From an optimization exercise on the open Yosys and OpenROAD flow, aimed at small area; shortcuts taken in it are not production practice. Only simulation tests tie the RTL to the original design; equivalence was not proved. Power and IR drop assume default switching activity.

Setup of v25:
// proc_core
module proc_core #(
    parameter int TAPU_NUM       = 2,
    parameter int ROWS           = 2,
    parameter int COLS           = 4,
    parameter int BUF_DEPTH      = 16,
    parameter int RES_FIFO_DEPTH = 4,
    parameter int OUT_FIFO_DEPTH = 8
) (
    input  logic                              clk,
    input  logic                              rst_n,
    input  logic                              i_x_valid,
    output logic                              o_x_ready,
    input  logic [TAPU_NUM*ROWS*core_pkg::OPND_W-1:0]   i_x_data,
    input  logic                              i_x_last,
    input  logic                              i_y_valid,
    output logic                              o_y_ready,
    input  logic [COLS*core_pkg::OPND_W-1:0]            i_y_data,
    input  logic                              i_y_last,
    output logic                              o_loadx_done,
    output logic                              o_loady_done,
    input  logic                              i_exec_start,
    input  logic                              i_psu_clr,
    input  logic [7:0]                        i_depth,
    output logic                              o_exec_done,
    input  logic                              i_store_start,
    output logic                              o_store_done,
    output logic                              o_m_valid,
    input  logic                              i_m_ready,
    output logic [COLS*core_pkg::PSUM_W-1:0]            o_m_data,
    output logic                              o_m_last
);
clock: 6.3 ns
lec_check: 0
cap_margin: 20
core_margin: 2
core_utilization: 60
cts_cluster_diameter: 100
cts_cluster_size: 24
place_density: 0.75
slew_margin: 20
synth_hierarchical: 1
run.sh (not shown) runs the stock make flow with config.mk's settings and CLKGATE_MAP_FILE= SYNTH_SCRIPT=/design/flow/synth_recipe.tcl, a recipe that flattens the netlist after the stock synthesis.
What v51 does differently from v25 at the input level:
Settings: CTS_CLUSTER_SIZE now 30, was 24; PLACE_DENSITY now 0.6, was 0.75; CTS_CLUSTER_DIAMETER now 80, was 100; CORE_UTILIZATION now 40, was 60.
v51 completed; timing, DRC and antenna clean
Between v25 and v51, the cell count is lower for v25.
The overall power of the completed layout number comes out higher for v51 vs v25.
[v51 vs v25] overall die area: higher in v51
Relative to v25, all-layer global routing usage has gone down in v51.
When v51 is set beside v25, its clock power turns out to be about 10% larger.
Compared with v25, v51 shows global routing met2 resource utilization lower by 13 points.
v51 does better than v25 on worst hold margin.
Critical path depth: v25 vs v51 — no meaningful difference
v25 vs v51, worst setup path startpoint: y_buf.o_rd_data[14] vs u_exec_ctrl.o_acc_en
v51 against v25; cell area is up slightly.
Setup changes, v51 to v36
Settings: CTS_CLUSTER_SIZE changed from 30 to 24; CTS_CLUSTER_DIAMETER changed from 80 to 100.
==> flow/flow/run.sh (new file) <==
#!/bin/bash
# The standard layout (standard.sh: the standard flow's synthesis and ORFS flow), with two
# changes: the port buffers are the smallest buffer cell, and clock tree
# synthesis inserts no dummy loads. Each tool's output is kept in
# flow_make.log here, and ORFS's per-step logs under orfs/logs/.
set -euo pipefail
export BUFFER_PORTS_ARGS="-buffer_cell sky130_fd_sc_hd__buf_1"
export CTS_ARGS="-sink_clustering_enable -repair_clock_nets -sink_clustering_size 24 -sink_clustering_max_diameter 100 -dont_use_dummy_load"
bash standard.sh finish > flow_make.log 2>&1
==> flow/standard.sh (new file) <==
#!/bin/bash
# synth_recipe.tcl (not shown) runs the flow's synth.tcl, then flattens the netlist and writes it again
# the make line also repeats each setting of config.mk as NAME=value (left out here)
make -C /OpenROAD-flow-scripts/flow DESIGN_CONFIG=/design/flow/config.mk WORK_HOME=/design/flow/orfs CLKGATE_MAP_FILE= SYNTH_SCRIPT=/design/flow/synth_recipe.tcl "${@:-finish}"
removed: flow/run.sh
--- outcome ---
- Diff v36 and v51: clock transition at the register clock pins on the worst setup and hold paths after CTS higher in v51
- Minimum clock period came out lower on v36 than on v51.
- Comparing v51 with v36, the net count of the finished layout came out essentially unchanged.
- Comparing v36 and v51, the lower global-route wire length before repair is on v51.
- Comparing v51 against v36, there is no change at all in die area.
- Total power for v36 is lower than for v51.

---

Another version of the RTL of proc_core (not shown whole).
Size: about 9,000 cells after synthesis, roughly 3,300 flip-flops, ~220 I/O pins, ~150,000 sq um of cells after synthesis.
Settings: LEC_CHECK=0, CAP_MARGIN=20, CORE_MARGIN=2, CORE_UTILIZATION=70, CTS_CLUSTER_DIAMETER=100, CTS_CLUSTER_SIZE=24, PLACE_DENSITY=0.85, SLEW_MARGIN=20, SYNTH_HIERARCHICAL=1; clock period 6.3 ns.
standard.sh (not shown) runs the stock make flow with config.mk's settings and CLKGATE_MAP_FILE= SYNTH_SCRIPT=/design/flow/synth_recipe.tcl, a recipe that flattens the netlist after the stock synthesis.
==> flow/flow/run.sh <==
#!/bin/bash
# The standard layout (standard.sh: the standard flow's synthesis and ORFS flow), with two
# changes: the port buffers are the smallest buffer cell, and clock tree
# synthesis inserts no dummy loads. Each tool's output is kept in
# flow_make.log here, and ORFS's per-step logs under orfs/logs/.
set -euo pipefail
export BUFFER_PORTS_ARGS="-buffer_cell sky130_fd_sc_hd__buf_1"
export CTS_ARGS="-sink_clustering_enable -repair_clock_nets -sink_clustering_size 24 -sink_clustering_max_diameter 100 -dont_use_dummy_load"
bash standard.sh finish > flow_make.log 2>&1
Then changed:
==> flow/flow/run.sh (replaced) <==
#!/bin/bash
# The standard layout (standard.sh: the standard flow's synthesis and ORFS flow), with two
# changes: the port buffers are the smallest buffer cell, clock tree
# synthesis inserts no dummy loads, and after global routing gates on paths
# with positive slack are sized down (RECOVER_POWER). Each tool's output is kept in
# flow_make.log here, and ORFS's per-step logs under orfs/logs/.
set -euo pipefail
export BUFFER_PORTS_ARGS="-buffer_cell sky130_fd_sc_hd__buf_1"
export RECOVER_POWER=100
export CTS_ARGS="-sink_clustering_enable -repair_clock_nets -sink_clustering_size 24 -sink_clustering_max_diameter 100 -dont_use_dummy_load"
bash standard.sh finish > flow_make.log 2>&1
CORE_UTILIZATION = 60   (was 70)
PLACE_DENSITY = 0.75   (was 0.85)
The changed run finished but failed the layout checks on max-capacitance violations, max-slew violations.
Routed wire length fell by about 0.7%.
Cell area is about the same.
Clock power is about the same.
Worst setup slack improved by 0.022 ns.
Die area rose by 17%.

==> static timing again, ports no longer ideal <==
The results above use ideal ports. As a check the final layouts listed here were re-extracted and re-timed, cells and wires unchanged.
Step 1 (the two cells are an assumption about what drives the block):
set clk [get_ports {clk}]
set_driving_cell -lib_cell sky130_fd_sc_hd__clkbuf_16 $clk
set_driving_cell -lib_cell sky130_fd_sc_hd__buf_2 [delete_from_list [all_inputs] $clk]
Step 2 times the ports against the registers' clock, not the clock port: input delays grow and output delays shrink by t, the midpoint of the rising clock arrivals with the driver on.
a / b / c = no drivers / after step 1 / after step 2; a / b = the first two.
run | t (ns) | slack for setup (ns) | worst setup path after step 2 | latest minus earliest clock arrival (ns)
v25 | 0.971 | 0.319 / 0.319 / 0.319 | register to register | 0.067 / 0.067
v51 | 1.024 | 0.328 / 0.328 / 0.328 | register to register | 0.091 / 0.091
v36 | 0.985 | 0.413 / 0.413 / 0.413 | register to register | 0.168 / 0.167
the first run of note 2 | 0.930 | 0.211 / 0.211 / 0.211 | register to register | 0.091 / 0.091
the second run of note 2 | 0.930 | 0.233 / 0.155 / -0.641 | input to register | 0.075 / 0.075
For the second run of note 2, which loses most, drivers alone change the setup slack by -0.078 ns; drivers and shift together by -0.874 ns.
